Source: an optimization exercise on an open RTL-to-GDS flow (aim: small area). Production flows keep margins and buffers that such runs may drop. RTL that was checked went through simulation tests only; none was proved equivalent to the original.

==> inputs of trial 98 <==
==> flow/design.v <==
package ex_pkg;
    localparam int XLEN   = 32;
    localparam int REG_AW = 5;
endpackage
import ex_pkg::*;
module ex_top
(
    input  logic              clk,
    input  logic              rst_n_i,
    input  logic              in_valid_i,
    output logic              in_ready_o,
    input  logic [XLEN-1:0]   inst_i,
    input  logic [XLEN-1:0]   inst_addr_i,
    input  logic [XLEN-1:0]   op1_i,
    input  logic [XLEN-1:0]   op2_i,
    output logic              res_valid_o,
    input  logic              res_ready_i,
    output logic [XLEN-1:0]   res_data_o,
    output logic [REG_AW-1:0] res_rd_o,
    output logic              res_wb_en_o,
    output logic              jump_en_o,
    output logic [XLEN-1:0]   jump_addr_o
);
    localparam int W = XLEN + REG_AW + 2;  
    logic [6:0]      opcode;
    logic [2:0]      f3;
    logic            is_alu;
    logic            is_br;
    logic            sub;
    logic [XLEN-1:0] bx;
    logic [XLEN-1:0] sum;
    logic            cout;
    logic            lt_u;
    logic            lt_s;
    logic            eq;
    logic            cond;
    logic            take;
    logic [XLEN-1:0] sh_out;
    logic            fill;
    logic [XLEN-1:0] target;
    logic [XLEN-1:0] res;
    logic [XLEN-1:0] val;
    logic [W-1:0]    ent_nxt;
    assign opcode = inst_i[6:0];
    assign f3     = inst_i[14:12];
    assign is_alu = (opcode == 7'h33) || (opcode == 7'h13);
    assign is_br  = (opcode == 7'h63);
    assign sub = inst_i[6] || (!f3[2] && f3[1]) ||
                 (f3 == 3'd0 && inst_i[5] && inst_i[30]);
    assign bx  = op2_i ^ {XLEN{sub}};
    logic [XLEN-1:0] p, g;
    assign p = op1_i ^ bx;
    assign g = op1_i & bx;
    localparam int NL = 9;
    logic [XLEN-1:0] gl [NL+1];
    logic [XLEN-1:0] pl [NL+1];
    assign gl[0] = {g[XLEN-1:1], g[0] | (p[0] & sub)};
    assign pl[0] = p;
    for (genvar l = 0; l < NL; l++) begin : g_pfx
        localparam int D  = (l < 5) ? (1 << l) : (1 << (8 - l));
        localparam bit UP = (l < 5);
        for (genvar i = 0; i < XLEN; i++) begin : g_bit
            if (UP ? ((i % (2 * D)) == 2 * D - 1) : (i >= 3 * D - 1 && (i % (2 * D)) == D - 1)) begin : g_node
                assign gl[l+1][i] = gl[l][i] | (pl[l][i] & gl[l][i-D]);
                assign pl[l+1][i] = pl[l][i] & pl[l][i-D];
            end else begin : g_pass
                assign gl[l+1][i] = gl[l][i];
                assign pl[l+1][i] = pl[l][i];
            end
        end
    end
    assign sum  = p ^ {gl[NL][XLEN-2:0], sub};
    assign cout = gl[NL][XLEN-1];
    assign lt_u = !cout;
    assign lt_s = lt_u ^ op1_i[XLEN-1] ^ op2_i[XLEN-1];
    assign eq   = &p;  
    assign cond = f3[2] ? (f3[1] ? lt_u : lt_s) : eq;
    assign take = is_br && (f3[2] || !f3[1]) && (cond ^ f3[0]);
    assign fill = f3[2] && inst_i[30] && op1_i[XLEN-1];
    always_comb begin
        logic [XLEN-1:0] x;
        for (int i = 0; i < XLEN; i++) x[i] = f3[2] ? op1_i[i] : op1_i[XLEN-1-i];
        for (int k = 0; k < 5; k++) begin
            for (int i = 0; i < XLEN; i++) begin
                if (op2_i[k]) x[i] = (i + (1 << k) < XLEN) ? x[i + (1 << k)] : fill;
            end
        end
        sh_out = x;
    end
    always_comb begin
        logic [12:0] lo;
        logic        s;
        logic        en;
        logic [XLEN-14:0] t;
        lo = {1'b0, inst_addr_i[12:1]} + {1'b0, inst_i[31], inst_i[7], inst_i[30:25], inst_i[11:8]};
        s  = inst_i[31];
        en = s ^ lo[12];
        t  = inst_addr_i[XLEN-1:13] ^ {(XLEN-13){s}};
        target[0]    = inst_addr_i[0];
        target[12:1] = lo[11:0];
        for (int i = 13; i < XLEN; i++) begin
            target[i] = inst_addr_i[i] ^ (en && (&(t | ~((XLEN-13)'((1 << (i - 13)) - 1)))));
        end
    end
    always_comb begin
        case (f3)
            3'd0: res = sum;
            3'd1: for (int i = 0; i < XLEN; i++) res[i] = sh_out[XLEN-1-i];
            3'd2: res = {{(XLEN-1){1'b0}}, lt_s};
            3'd3: res = {{(XLEN-1){1'b0}}, lt_u};
            3'd4: res = p;
            3'd5: res = sh_out;
            3'd6: res = p | g;
            default: res = g;
        endcase
    end
    assign val     = is_br ? target : res;
    assign ent_nxt = {~val, (is_alu ? inst_i[11:7] : 5'd0), !is_alu, !take};
    logic d_v, q0_v, q1_v;
    logic wr_en, q_ready, rd_en;
    assign in_ready_o = !d_v || !q1_v;
    assign wr_en      = d_v && !q1_v;
    assign q_ready    = !res_valid_o || res_ready_i;
    assign rd_en      = q0_v && q_ready;
    always_ff @(posedge clk or negedge rst_n_i) begin
        if (!rst_n_i) begin
            d_v         <= 1'b0;
            q0_v        <= 1'b0;
            q1_v        <= 1'b0;
            res_valid_o <= 1'b0;
        end else begin
            if (in_ready_o) d_v <= in_valid_i;
            if (q_ready) res_valid_o <= q0_v;
            q0_v <= wr_en || (q0_v && !rd_en) || q1_v;
            q1_v <= q1_v ? !rd_en : (wr_en && q0_v && !rd_en);
        end
    end
    logic [W-1:0] d_q, q0_q, q1_q, r_q;
    always_ff @(posedge clk) begin
        if (in_ready_o) d_q <= ent_nxt;
        if (!q1_v) q1_q <= d_q;
        if (!q0_v || rd_en) q0_q <= q1_v ? q1_q : d_q;
        if (q_ready) r_q <= q0_q;
    end
    assign res_data_o  = ~(r_q[W-1 -: XLEN] | {XLEN{r_q[1]}});
    assign jump_addr_o = ~(r_q[W-1 -: XLEN] | {XLEN{r_q[0]}});
    assign res_rd_o    = r_q[6:2];
    assign res_wb_en_o = !r_q[1];
    assign jump_en_o   = !r_q[0];
endmodule
==> flow/flow/run.sh <==
#!/bin/bash
# Standard layout, but with the smallest buffer on every input and output port.
set -euo pipefail
export BUFFER_PORTS_ARGS="-buffer_cell sky130_fd_sc_hd__buf_1"
bash standard.sh > standard.log 2>&1
==> flow/standard.sh <==
#!/bin/bash
# synth_recipe.tcl (not shown) runs the flow's synth.tcl, then flattens the netlist and writes it again
# the make line also repeats each setting of config.mk as NAME=value (left out here)
make -C /OpenROAD-flow-scripts/flow DESIGN_CONFIG=/design/flow/config.mk WORK_HOME=/design/flow/orfs CLKGATE_MAP_FILE= SYNTH_SCRIPT=/design/flow/synth_recipe.tcl "${@:-finish}"
==> flow/config.mk <==
export PLATFORM = sky130hd
export DESIGN_NAME = ex_top
export DESIGN_NICKNAME = ex_top
export VERILOG_FILES = /design/flow/design.v
export SDC_FILE = /design/flow/constraint.sdc
export NUM_CORES = 4
export LEC_CHECK = 0
export ABC_AREA = 1
export CAP_MARGIN = 20
export CORE_MARGIN = 2
export CORE_UTILIZATION = 40
export CTS_BUF_LIST = sky130_fd_sc_hd__clkbuf_8
export SLEW_MARGIN = 20
==> flow/constraint.sdc <==
create_clock -name core_clock -period 5.5 [get_ports {clk}]
set_input_delay 1.1000 -clock core_clock [delete_from_list [all_inputs] [get_ports {clk}]]
set_output_delay 1.1000 -clock core_clock [all_outputs]
set_load 0.01 [all_outputs]
==> inputs of build 75, as changes to trial 98 <==
==> flow/design.v, changed modules only <==
module ex_top
(
    input  logic              clk,
    input  logic              rst_n_i,
    input  logic              in_valid_i,
    output logic              in_ready_o,
    input  logic [XLEN-1:0]   inst_i,
    input  logic [XLEN-1:0]   inst_addr_i,
    input  logic [XLEN-1:0]   op1_i,
    input  logic [XLEN-1:0]   op2_i,
    output logic              res_valid_o,
    input  logic              res_ready_i,
    output logic [XLEN-1:0]   res_data_o,
    output logic [REG_AW-1:0] res_rd_o,
    output logic              res_wb_en_o,
    output logic              jump_en_o,
    output logic [XLEN-1:0]   jump_addr_o
);
    localparam int W = XLEN + REG_AW + 2;  
    logic [6:0]      opcode;
    logic [2:0]      f3;
    logic            is_alu;
    logic            is_br;
    logic            sub;
    logic [XLEN-1:0] bx;
    logic            cout;
    logic            lt_u;
    logic            lt_s;
    logic            eq;
    logic            cond;
    logic            take;
    logic [XLEN-1:0] sh_out;
    logic            fill;
    logic [XLEN-1:0] target;
    logic [XLEN-1:0] val;
    logic [W-1:0]    ent_nxt;
    assign opcode = inst_i[6:0];
    assign f3     = inst_i[14:12];
    assign is_alu = (opcode == 7'h33) || (opcode == 7'h13);
    assign is_br  = (opcode == 7'h63);
    assign sub = inst_i[6] || (!f3[2] && f3[1]) ||
                 (f3 == 3'd0 && inst_i[5] && inst_i[30]);
    assign bx  = op2_i ^ {XLEN{sub}};
    logic [XLEN-1:0] p, g;
    assign p = op1_i ^ bx;
    assign g = op1_i & bx;
    localparam int NL = 9;
    logic [XLEN-1:0] gl [NL+1];
    logic [XLEN-1:0] pl [NL+1];
    assign gl[0] = {g[XLEN-1:1], g[0] | (p[0] & sub)};
    assign pl[0] = p;
    for (genvar l = 0; l < NL; l++) begin : g_pfx
        localparam int D  = (l < 5) ? (1 << l) : (1 << (8 - l));
        localparam bit UP = (l < 5);
        for (genvar i = 0; i < XLEN; i++) begin : g_bit
            if (UP ? ((i % (2 * D)) == 2 * D - 1) : (i >= 3 * D - 1 && (i % (2 * D)) == D - 1)) begin : g_node
                assign gl[l+1][i] = gl[l][i] | (pl[l][i] & gl[l][i-D]);
                assign pl[l+1][i] = pl[l][i] & pl[l][i-D];
            end else begin : g_pass
                assign gl[l+1][i] = gl[l][i];
                assign pl[l+1][i] = pl[l][i];
            end
        end
    end
    assign cout = gl[NL][XLEN-1];
    assign lt_u = !cout;
    assign lt_s = lt_u ^ op1_i[XLEN-1] ^ op2_i[XLEN-1];
    assign eq   = &p;  
    assign cond = f3[2] ? (f3[1] ? lt_u : lt_s) : eq;
    assign take = is_br && (f3[2] || !f3[1]) && (cond ^ f3[0]);
    assign fill = f3[2] && inst_i[30] && op1_i[XLEN-1];
    always_comb begin
        logic [XLEN-1:0] x;
        for (int i = 0; i < XLEN; i++) x[i] = f3[2] ? op1_i[i] : op1_i[XLEN-1-i];
        for (int k = 0; k < 5; k++) begin
            for (int i = 0; i < XLEN; i++) begin
                if (op2_i[k]) x[i] = (i + (1 << k) < XLEN) ? x[i + (1 << k)] : fill;
            end
        end
        sh_out = x;
    end
    logic [11:0] ta, tb, tp;
    logic [11:0] tgl [8];
    logic [11:0] tpl [8];
    logic        ts, ten;
    logic [XLEN-14:0] tt;
    assign ta = inst_addr_i[12:1];
    assign tb = {inst_i[31], inst_i[7], inst_i[30:25], inst_i[11:8]};
    assign tp = ta ^ tb;
    assign tgl[0] = ta & tb;
    assign tpl[0] = tp;
    for (genvar l = 0; l < 7; l++) begin : g_tpfx
        localparam int D  = (l < 4) ? (1 << l) : (1 << (6 - l));
        localparam bit UP = (l < 4);
        for (genvar i = 0; i < 12; i++) begin : g_bit
            if (UP ? ((i % (2 * D)) == 2 * D - 1) : (i >= 3 * D - 1 && (i % (2 * D)) == D - 1)) begin : g_node
                assign tgl[l+1][i] = tgl[l][i] | (tpl[l][i] & tgl[l][i-D]);
                assign tpl[l+1][i] = tpl[l][i] & tpl[l][i-D];
            end else begin : g_pass
                assign tgl[l+1][i] = tgl[l][i];
                assign tpl[l+1][i] = tpl[l][i];
            end
        end
    end
    assign ts  = inst_i[31];
    assign ten = ts ^ tgl[7][11];
    assign tt  = inst_addr_i[XLEN-1:13] ^ {(XLEN-13){ts}};
    logic [XLEN-13:0] tc;
    assign tc[0] = 1'b1;
    for (genvar k = 0; k < XLEN - 13; k++) begin : g_tc
        assign tc[k+1] = tc[k] & tt[k];
    end
    assign target = {inst_addr_i[XLEN-1:13] ^ ({(XLEN-13){ten}} & tc[XLEN-14:0]),
                     tp ^ {tgl[7][10:0], 1'b0}, inst_addr_i[0]};
    logic [XLEN-1:0] lu;
    logic [XLEN-1:0] sll;
    logic            m_p, m_c, m_g, m_l, m_r, m_t, slt;
    assign m_p = !is_br && !f3[0] && (!f3[1] || f3[2]);
    assign m_c = !is_br && !f3[2] && !f3[1] && !f3[0];
    assign m_g = !is_br && f3[2] && f3[1];
    assign m_l = !is_br && !f3[2] && !f3[1] && f3[0];
    assign m_r = !is_br && f3[2] && !f3[1] && f3[0];
    assign m_t = is_br;
    assign slt = !is_br && !f3[2] && f3[1] && (f3[0] ? lt_u : lt_s);
    assign lu  = (p & {XLEN{m_p}}) ^ ({gl[NL][XLEN-2:0], sub} & {XLEN{m_c}}) ^ (g & {XLEN{m_g}});
    always_comb for (int i = 0; i < XLEN; i++) sll[i] = sh_out[XLEN-1-i];
    assign val = lu | (sll & {XLEN{m_l}}) | (sh_out & {XLEN{m_r}}) | (target & {XLEN{m_t}}) |
                 {{(XLEN-1){1'b0}}, slt};
    assign ent_nxt = {~val, (is_alu ? inst_i[11:7] : 5'd0), !is_alu, !take};
    logic d_v, q0_v, q1_v;
    logic wr_en, q_ready, rd_en;
    assign in_ready_o = !d_v || !q1_v;
    assign wr_en      = d_v && !q1_v;
    assign q_ready    = !res_valid_o || res_ready_i;
    assign rd_en      = q0_v && q_ready;
    always_ff @(posedge clk or negedge rst_n_i) begin
        if (!rst_n_i) begin
            d_v         <= 1'b0;
            q0_v        <= 1'b0;
            q1_v        <= 1'b0;
            res_valid_o <= 1'b0;
        end else begin
            if (in_ready_o) d_v <= in_valid_i;
            if (q_ready) res_valid_o <= q0_v;
            q0_v <= wr_en || (q0_v && !rd_en) || q1_v;
            q1_v <= q1_v ? !rd_en : (wr_en && q0_v && !rd_en);
        end
    end
    logic [W-1:0] d_q, q0_q, q1_q, r_q;
    always_ff @(posedge clk) begin
        if (in_ready_o) d_q <= ent_nxt;
        if (!q1_v) q1_q <= d_q;
        if (!q0_v || rd_en) q0_q <= q1_v ? q1_q : d_q;
        if (q_ready) r_q <= q0_q;
    end
    assign res_data_o  = ~(r_q[W-1 -: XLEN] | {XLEN{r_q[1]}});
    assign jump_addr_o = ~(r_q[W-1 -: XLEN] | {XLEN{r_q[0]}});
    assign res_rd_o    = r_q[6:2];
    assign res_wb_en_o = !r_q[1];
    assign jump_en_o   = !r_q[0];
endmodule
CAP_MARGIN = 0   (was 20)
CORE_UTILIZATION = 65   (was 40)
CTS_BUF_LIST = sky130_fd_sc_hd__clkbuf_4   (was sky130_fd_sc_hd__clkbuf_8)
SLEW_MARGIN = 0   (was 20)
==> inputs of trial 24, as changes to trial 98 <==
==> flow/design.v, changed modules only <==
module ex_top
(
    input  logic              clk,
    input  logic              rst_n_i,
    input  logic              in_valid_i,
    output logic              in_ready_o,
    input  logic [XLEN-1:0]   inst_i,
    input  logic [XLEN-1:0]   inst_addr_i,
    input  logic [XLEN-1:0]   op1_i,
    input  logic [XLEN-1:0]   op2_i,
    output logic              res_valid_o,
    input  logic              res_ready_i,
    output logic [XLEN-1:0]   res_data_o,
    output logic [REG_AW-1:0] res_rd_o,
    output logic              res_wb_en_o,
    output logic              jump_en_o,
    output logic [XLEN-1:0]   jump_addr_o
);
    localparam int W = XLEN + REG_AW + 1;  
    logic [6:0]      opcode;
    logic [2:0]      f3;
    logic            is_alu;
    logic            is_br;
    logic            sub;
    logic [XLEN-1:0] bx;
    logic            cout;
    logic            lt_u;
    logic            lt_s;
    logic            eq;
    logic            cond;
    logic            take;
    logic [XLEN-1:0] sh_out;
    logic            fill;
    logic [XLEN-1:0] target;
    logic [XLEN-1:0] val;
    logic [W-1:0]    ent_nxt;
    assign opcode = inst_i[6:0];
    assign f3     = inst_i[14:12];
    assign is_alu = (opcode == 7'h33) || (opcode == 7'h13);
    assign is_br  = (opcode == 7'h63);
    assign sub = inst_i[6] || (!f3[2] && f3[1]) ||
                 (f3 == 3'd0 && inst_i[5] && inst_i[30]);
    assign bx  = op2_i ^ {XLEN{sub}};
    logic [XLEN-1:0] p, g;
    assign p = op1_i ^ bx;
    assign g = op1_i & bx;
    localparam int NL = 9;
    logic [XLEN-1:0] gl [NL+1];
    logic [XLEN-1:0] pl [NL+1];
    assign gl[0] = {g[XLEN-1:1], g[0] | (p[0] & sub)};
    assign pl[0] = p;
    for (genvar l = 0; l < NL; l++) begin : g_pfx
        localparam int D  = (l < 5) ? (1 << l) : (1 << (8 - l));
        localparam bit UP = (l < 5);
        for (genvar i = 0; i < XLEN; i++) begin : g_bit
            if (UP ? ((i % (2 * D)) == 2 * D - 1) : (i >= 3 * D - 1 && (i % (2 * D)) == D - 1)) begin : g_node
                assign gl[l+1][i] = gl[l][i] | (pl[l][i] & gl[l][i-D]);
                assign pl[l+1][i] = pl[l][i] & pl[l][i-D];
            end else begin : g_pass
                assign gl[l+1][i] = gl[l][i];
                assign pl[l+1][i] = pl[l][i];
            end
        end
    end
    assign cout = gl[NL][XLEN-1];
    assign lt_u = !cout;
    assign lt_s = lt_u ^ op1_i[XLEN-1] ^ op2_i[XLEN-1];
    assign eq   = &p;  
    assign cond = f3[2] ? (f3[1] ? lt_u : lt_s) : eq;
    assign take = is_br && (f3[2] || !f3[1]) && (cond ^ f3[0]);
    assign fill = f3[2] && inst_i[30] && op1_i[XLEN-1];
    always_comb begin
        logic [XLEN-1:0] x;
        for (int i = 0; i < XLEN; i++) x[i] = f3[2] ? op1_i[i] : op1_i[XLEN-1-i];
        for (int k = 0; k < 5; k++) begin
            for (int i = 0; i < XLEN; i++) begin
                if (op2_i[k]) x[i] = (i + (1 << k) < XLEN) ? x[i + (1 << k)] : fill;
            end
        end
        sh_out = x;
    end
    logic [11:0] ta, tb, tp;
    logic [11:0] tgl [8];
    logic [11:0] tpl [8];
    logic        ts, ten;
    logic [XLEN-14:0] tt;
    assign ta = inst_addr_i[12:1];
    assign tb = {inst_i[31], inst_i[7], inst_i[30:25], inst_i[11:8]};
    assign tp = ta ^ tb;
    assign tgl[0] = ta & tb;
    assign tpl[0] = tp;
    for (genvar l = 0; l < 7; l++) begin : g_tpfx
        localparam int D  = (l < 4) ? (1 << l) : (1 << (6 - l));
        localparam bit UP = (l < 4);
        for (genvar i = 0; i < 12; i++) begin : g_bit
            if (UP ? ((i % (2 * D)) == 2 * D - 1) : (i >= 3 * D - 1 && (i % (2 * D)) == D - 1)) begin : g_node
                assign tgl[l+1][i] = tgl[l][i] | (tpl[l][i] & tgl[l][i-D]);
                assign tpl[l+1][i] = tpl[l][i] & tpl[l][i-D];
            end else begin : g_pass
                assign tgl[l+1][i] = tgl[l][i];
                assign tpl[l+1][i] = tpl[l][i];
            end
        end
    end
    assign ts  = inst_i[31];
    assign ten = ts ^ tgl[7][11];
    assign tt  = inst_addr_i[XLEN-1:13] ^ {(XLEN-13){ts}};
    logic [XLEN-13:0] tc;
    assign tc[0] = 1'b1;
    for (genvar k = 0; k < XLEN - 13; k++) begin : g_tc
        assign tc[k+1] = tc[k] & tt[k];
    end
    assign target = {inst_addr_i[XLEN-1:13] ^ ({(XLEN-13){ten}} & tc[XLEN-14:0]),
                     tp ^ {tgl[7][10:0], 1'b0}, inst_addr_i[0]};
    logic [XLEN-1:0] lu;
    logic [XLEN-1:0] sll;
    logic            m_p, m_c, m_g, m_l, m_r, m_t, slt;
    assign m_p = !is_br && !f3[0] && (!f3[1] || f3[2]);
    assign m_c = !is_br && !f3[2] && !f3[1] && !f3[0];
    assign m_g = !is_br && f3[2] && f3[1];
    assign m_l = !is_br && !f3[2] && !f3[1] && f3[0];
    assign m_r = !is_br && f3[2] && !f3[1] && f3[0];
    assign m_t = is_br;
    assign slt = !is_br && !f3[2] && f3[1] && (f3[0] ? lt_u : lt_s);
    assign lu  = (p & {XLEN{m_p}}) ^ ({gl[NL][XLEN-2:0], sub} & {XLEN{m_c}}) ^ (g & {XLEN{m_g}});
    always_comb for (int i = 0; i < XLEN; i++) sll[i] = sh_out[XLEN-1-i];
    assign val = lu | (sll & {XLEN{m_l}}) | (sh_out & {XLEN{m_r}}) | (target & {XLEN{m_t}}) |
                 {{(XLEN-1){1'b0}}, slt};
    assign ent_nxt = {~val, (is_alu ? inst_i[11:7] : {4'd0, take}), !is_alu};
    logic d_v, q0_v, q1_v;
    logic wr_en, q_ready, rd_en;
    assign in_ready_o = !d_v || !q1_v;
    assign wr_en      = d_v && !q1_v;
    assign q_ready    = !res_valid_o || res_ready_i;
    assign rd_en      = q0_v && q_ready;
    always_ff @(posedge clk or negedge rst_n_i) begin
        if (!rst_n_i) begin
            d_v         <= 1'b0;
            q0_v        <= 1'b0;
            q1_v        <= 1'b0;
            res_valid_o <= 1'b0;
        end else begin
            if (in_ready_o) d_v <= in_valid_i;
            if (q_ready) res_valid_o <= q0_v;
            q0_v <= wr_en || (q0_v && !rd_en) || q1_v;
            q1_v <= q1_v ? !rd_en : (wr_en && q0_v && !rd_en);
        end
    end
    logic [W-1:0] d_q, q0_q, q1_q, r_q;
    always_ff @(posedge clk) begin
        if (in_ready_o) d_q <= ent_nxt;
        if (!q1_v) q1_q <= d_q;
        if (!q0_v || rd_en) q0_q <= q1_v ? q1_q : d_q;
        if (q_ready) r_q <= q0_q;
    end
    assign res_wb_en_o = !r_q[0];
    assign jump_en_o   = r_q[0] && r_q[1];
    assign res_rd_o    = r_q[5:1] & {REG_AW{!r_q[0]}};
    assign res_data_o  = ~(r_q[W-1 -: XLEN] | {XLEN{r_q[0]}});
    assign jump_addr_o = ~(r_q[W-1 -: XLEN] | {XLEN{!jump_en_o}});
endmodule
==> flow/flow/run.sh (replaced) <==
#!/bin/bash
# Standard layout with two changes: the smallest buffer on every input and
# output port, and no dummy load cells added by clock tree synthesis.
set -euo pipefail
export BUFFER_PORTS_ARGS="-buffer_cell sky130_fd_sc_hd__buf_1"
export CTS_ARGS="-sink_clustering_enable -repair_clock_nets -buf_list sky130_fd_sc_hd__clkbuf_4 -dont_use_dummy_load"
bash standard.sh > standard.log 2>&1
CAP_MARGIN = 0   (was 20)
CORE_UTILIZATION = 65   (was 40)
CTS_BUF_LIST = sky130_fd_sc_hd__clkbuf_4   (was sky130_fd_sc_hd__clkbuf_8)
SLEW_MARGIN = 0   (was 20)
==> results.json <==
{
  "dp.cells": 1899,
  "yosysWarnings": 5,
  "status": "complete, no violations",
  "hold_path.class": "in2async",
  "setup.worst_path.end": "d_q[13]",
  "synth.most_common_cell": "nand2_1",
  "cp_slowest_cell": "clkinv_1",
  "combinationalPowerShare_pct": 33.5
}
(the above is from trial 24)
==> results.json <==
{
  "setup.worst_path.end": "d_q[37]",
  "status": "complete, no violations",
  "synth.most_common_cell": "nand3_1",
  "cp_slowest_cell": "fa_1",
  "combinationalPowerShare_pct": 32.9,
  "hold_path.class": "reg2reg"
}
(the above is from trial 98)
==> results.json <==
{
  "status": "complete, no violations",
  "use_met2_pct": 59.29,
  "dp.cells": 1874,
  "hold_path.class": "in2async",
  "yosysWarnings": 5,
  "setup.worst_path.end": "d_q[32]",
  "combinationalPowerShare_pct": 30.5,
  "cp_slowest_cell": "o21ai_0"
}
(the above is from build 75)
No functional check of the RTL was part of trial 24.

## what the ideal ports hide
The results above use ideal ports. As a check the final layouts listed here were re-extracted and re-timed, cells and wires unchanged.
Step 1, drivers: a clkbuf_16 drives clk and a buf_2 each remaining input, both assumed.
Step 2, shift: input delay + t, output delay - t, t = (earliest + latest rising clock arrival at the registers) / 2. This alone moves slack from input paths to output paths.
Three values: ideal ports, drivers, drivers and shift; two values: the first two.
run	shift t [ns]	setup slack, ns	worst setup path after step 2	worst slew at a driven data input, ns
trial 98	0.457	0.488 / 0.488 / 0.031	input to register	0.04
build 75	0.550	1.327 / 1.324 / 0.774	input to register	0.05
trial 24	0.534	1.251 / 1.261 / 0.727	input to register	0.07
After both steps setup and hold are still met in every run listed. The setup slack of build 75, which loses most, moves by -0.003 ns with the drivers and by -0.553 ns with both steps.
